Context: an optimization exercise on an open-source flow, tuned for small area. The choices shown serve that exercise and are no tape-out recipe. No activity file was given, so power comes from the tool's default toggle rates.

Design tlc_driver_top, start of the top module:
module tlc_driver_top (
    input  logic                  clk,
    input  logic                  nrst,
    input  logic                  clk_enable,
    input  logic                  gs_valid,
    input  tlc_pkg::gs_word_t     gs_word,
    output logic                  gs_credit,
    input  logic                  cfg_valid,
    input  tlc_pkg::fc_config_t   cfg_word,
    output logic                  cfg_credit,
    input  logic                  position_sync,
    input  logic                  driver_sout,
    output tlc_pkg::driver_pins_t pins,
    output logic                  column_ready,
    output logic                  config_match,
    output logic                  underrun
);
make LEC_CHECK=0 CAP_MARGIN=20 CORE_MARGIN=2 CORE_UTILIZATION=70 CTS_BUF_LIST=sky130_fd_sc_hd__clkbuf_8 CTS_CLUSTER_DIAMETER=60 CTS_CLUSTER_SIZE=20 SLEW_MARGIN=20 finish   # period 10.0 ns
run.sh (not shown) runs the stock make flow with config.mk's settings and CLKGATE_MAP_FILE= SYNTH_SCRIPT=/design/flow/synth_recipe.tcl, a recipe that flattens the netlist after the stock synthesis.
The starting point completed without violations.
Then changed:
==> flow/flow/run.sh (new file) <==
#!/bin/bash
# Standard ORFS layout with smaller port buffers and no CTS dummy loads.
set -euo pipefail
bash standard.sh \
  'BUFFER_PORTS_ARGS=-buffer_cell sky130_fd_sc_hd__buf_1' \
  'CTS_ARGS=-sink_clustering_enable -repair_clock_nets -dont_use_dummy_load -buf_list sky130_fd_sc_hd__clkbuf_16 -sink_clustering_size 25 -sink_clustering_max_diameter 50' \
  finish > standard_flow.log 2>&1
==> flow/standard.sh (new file) <==
#!/bin/bash
# synth_recipe.tcl (not shown) runs the flow's synth.tcl, then flattens the netlist and writes it again
# the make line also repeats each setting of config.mk as NAME=value (left out here)
make -C /OpenROAD-flow-scripts/flow DESIGN_CONFIG=/design/flow/config.mk WORK_HOME=/design/flow/orfs CLKGATE_MAP_FILE= SYNTH_SCRIPT=/design/flow/synth_recipe.tcl "${@:-finish}"
--- a/flow/config.mk
+++ b/flow/config.mk
@@ -8,7 +8,4 @@
 export CAP_MARGIN = 20
 export CORE_MARGIN = 2
-export CORE_UTILIZATION = 70
-export CTS_BUF_LIST = sky130_fd_sc_hd__clkbuf_8
-export CTS_CLUSTER_DIAMETER = 60
-export CTS_CLUSTER_SIZE = 20
+export CORE_UTILIZATION = 80
 export SLEW_MARGIN = 20
removed: flow/run.sh
The new run finished with timing, DRC and antenna clean.
Final cell count decreases by 4.4%.
Total power increases by 5.2%.
Design area decreases by 1.9%.
Fmax increases by 6.9%.
Routed wire length increases by 5.4%.
Area after synthesis does not change.
Worst setup slack gains 0.40 ns.
Combinational power decreases by 7.7%.
Via count increases by 5.0%.
Clock-buffer cell count stays the same.
Then changed:
==> flow/flow/run.sh (replaced) <==
#!/bin/bash
# Standard ORFS layout with smaller port buffers and no CTS dummy loads.
set -euo pipefail
bash standard.sh \
  'BUFFER_PORTS_ARGS=-buffer_cell sky130_fd_sc_hd__buf_1' \
  'CTS_ARGS=-sink_clustering_enable -repair_clock_nets -dont_use_dummy_load -buf_list sky130_fd_sc_hd__clkbuf_8 -sink_clustering_size 20 -sink_clustering_max_diameter 60' \
  finish > standard_flow.log 2>&1
--- a/flow/config.mk
+++ b/flow/config.mk
@@ -8,4 +8,4 @@
 export CAP_MARGIN = 20
 export CORE_MARGIN = 2
-export CORE_UTILIZATION = 80
+export CORE_UTILIZATION = 70
 export SLEW_MARGIN = 20
=> The new run went through all stages and came out clean; register-to-register slack loses 0.17 ns; non-clock buffer count climbs by 4; count of clock-buffer cells in the layout went down by 3; cell area drops slightly; total power is lower by a little under a tenth; setup slack gains 0.024 ns; worst hold slack is worse by 0.027 ns; flip-flop and latch count does not change; via count decreases by a few percent.
No run of this note included a check of the RTL's function; only the layout flow was run.

tlc_driver_top, a different RTL version from the one above (not shown whole).
Size in the first run: roughly 120 I/O pins, about 24000 um2 of cells after synthesis.
clock: 10.0 ns
lec_check: 0
cap_margin: 20
core_margin: 2
core_utilization: 75
slew_margin: 20
synth_hierarchical: 1
standard.sh (not shown) runs the stock make flow with config.mk's settings and CLKGATE_MAP_FILE= SYNTH_SCRIPT=/design/flow/synth_recipe.tcl, a recipe that flattens the netlist after the stock synthesis.
==> flow/flow/run.sh <==
#!/bin/bash
# Standard ORFS layout with smaller port buffers and no CTS dummy loads.
set -euo pipefail
bash standard.sh \
  'BUFFER_PORTS_ARGS=-buffer_cell sky130_fd_sc_hd__buf_1' \
  'CTS_ARGS=-sink_clustering_enable -repair_clock_nets -dont_use_dummy_load -buf_list sky130_fd_sc_hd__clkbuf_8 -sink_clustering_size 20 -sink_clustering_max_diameter 50' \
  finish > standard_flow.log 2>&1
The starting point completed without violations.
Next try:
==> flow/flow/run.sh (replaced) <==
#!/bin/bash
# Standard ORFS layout with smaller port buffers and no CTS dummy loads.
set -euo pipefail
bash standard.sh \
  'BUFFER_PORTS_ARGS=-buffer_cell sky130_fd_sc_hd__buf_1' \
  'CTS_ARGS=-sink_clustering_enable -repair_clock_nets -dont_use_dummy_load -buf_list sky130_fd_sc_hd__clkbuf_8 -sink_clustering_size 18 -sink_clustering_max_diameter 45' \
  'RECOVER_POWER=100' \
  finish > standard_flow.log 2>&1
The new run finished but failed the layout checks on max-capacitance violations, max-slew violations.
Power goes up by 0.66%.
Utilization barely changes.
Routed wire length stays flat.
Function was not checked in any run of this note: the RTL went through the layout flow alone.

Another version of the RTL of tlc_driver_top (not shown whole).
For scale: roughly 1300 cells after synthesis, about 120 I/O pins, roughly 24000 sq um of cells after synthesis.
Settings: LEC_CHECK=0, CAP_MARGIN=0, CORE_MARGIN=2, CORE_UTILIZATION=80, SLEW_MARGIN=0, SYNTH_HIERARCHICAL=1; clock period 10.0 ns.
==> flow/flow/run.sh <==
#!/bin/bash
# Standard ORFS layout with smaller port buffers and no CTS dummy loads.
set -euo pipefail
bash standard.sh \
  'BUFFER_PORTS_ARGS=-buffer_cell sky130_fd_sc_hd__buf_1' \
  'CTS_ARGS=-sink_clustering_enable -repair_clock_nets -dont_use_dummy_load -buf_list sky130_fd_sc_hd__clkbuf_8 -sink_clustering_size 18 -sink_clustering_max_diameter 45' \
  finish > standard_flow.log 2>&1
The baseline finished with timing, DRC and antenna clean.
Change:
==> flow/flow/run.sh (replaced) <==
#!/bin/bash
# Standard ORFS layout with smaller port buffers and no CTS dummy loads.
set -euo pipefail
bash standard.sh \
  'BUFFER_PORTS_ARGS=-buffer_cell sky130_fd_sc_hd__buf_1' \
  'CTS_ARGS=-sink_clustering_enable -repair_clock_nets -dont_use_dummy_load -buf_list sky130_fd_sc_hd__clkbuf_8 -sink_clustering_size 16 -sink_clustering_max_diameter 50' \
  finish > standard_flow.log 2>&1
- CAP_MARGIN: 0 -> 20
- CORE_UTILIZATION: 80 -> 75
- SLEW_MARGIN: 0 -> 20
Result:
- die area increases by about 6.5%
- cell count increases by 0.33%
- non-clock buffer count decreases by 7
- global-route usage decreases by 3.2 points
No run of this note included a check of the RTL's function; only the layout flow was run.

## afterwards: timing with drivers on the ports
The results above use ideal ports. As a check the final layouts listed here were re-extracted and re-timed, cells and wires unchanged. Step 1 (the two cells are an assumption about what drives the block):
set clk [get_ports {clk}]
set_driving_cell -lib_cell sky130_fd_sc_hd__clkbuf_16 $clk
set_driving_cell -lib_cell sky130_fd_sc_hd__buf_2 [delete_from_list [all_inputs] $clk]
Step 2, shift: input delay + t, output delay - t, t = (earliest + latest rising clock arrival at the registers) / 2. This alone moves slack from input paths to output paths. Three values: ideal ports, drivers, drivers and shift; two values: the first two.
run | t, ns | slack for setup (ns) | worst setup path at the end | worst register clock-pin slew, ns | cell pins on the clock port's net
the first run of note 1 | 0.684 | 3.739 / 3.690 / 4.042 | input to output | 0.12 / 0.12 | 1
the second run of note 1 | 0.601 | 4.142 / 4.089 / 4.689 | register to output | 0.10 / 0.10 | 1
the third run of note 1 | 0.629 | 4.167 / 4.116 / 4.745 | register to output | 0.12 / 0.12 | 1
the first run of note 2 | 0.615 | 3.762 / 3.713 / 4.328 | register to output | 0.12 / 0.12 | 1
the second run of note 2 | 0.645 | 2.293 / 2.241 / 2.886 | register to output | 0.11 / 0.11 | 1
the first run of note 3 | 0.620 | 2.997 / 2.948 / 3.568 | register to output | 0.11 / 0.11 | 1
the second run of note 3 | 0.636 | 3.441 / 3.390 / 4.026 | register to output | 0.10 / 0.10 | 1
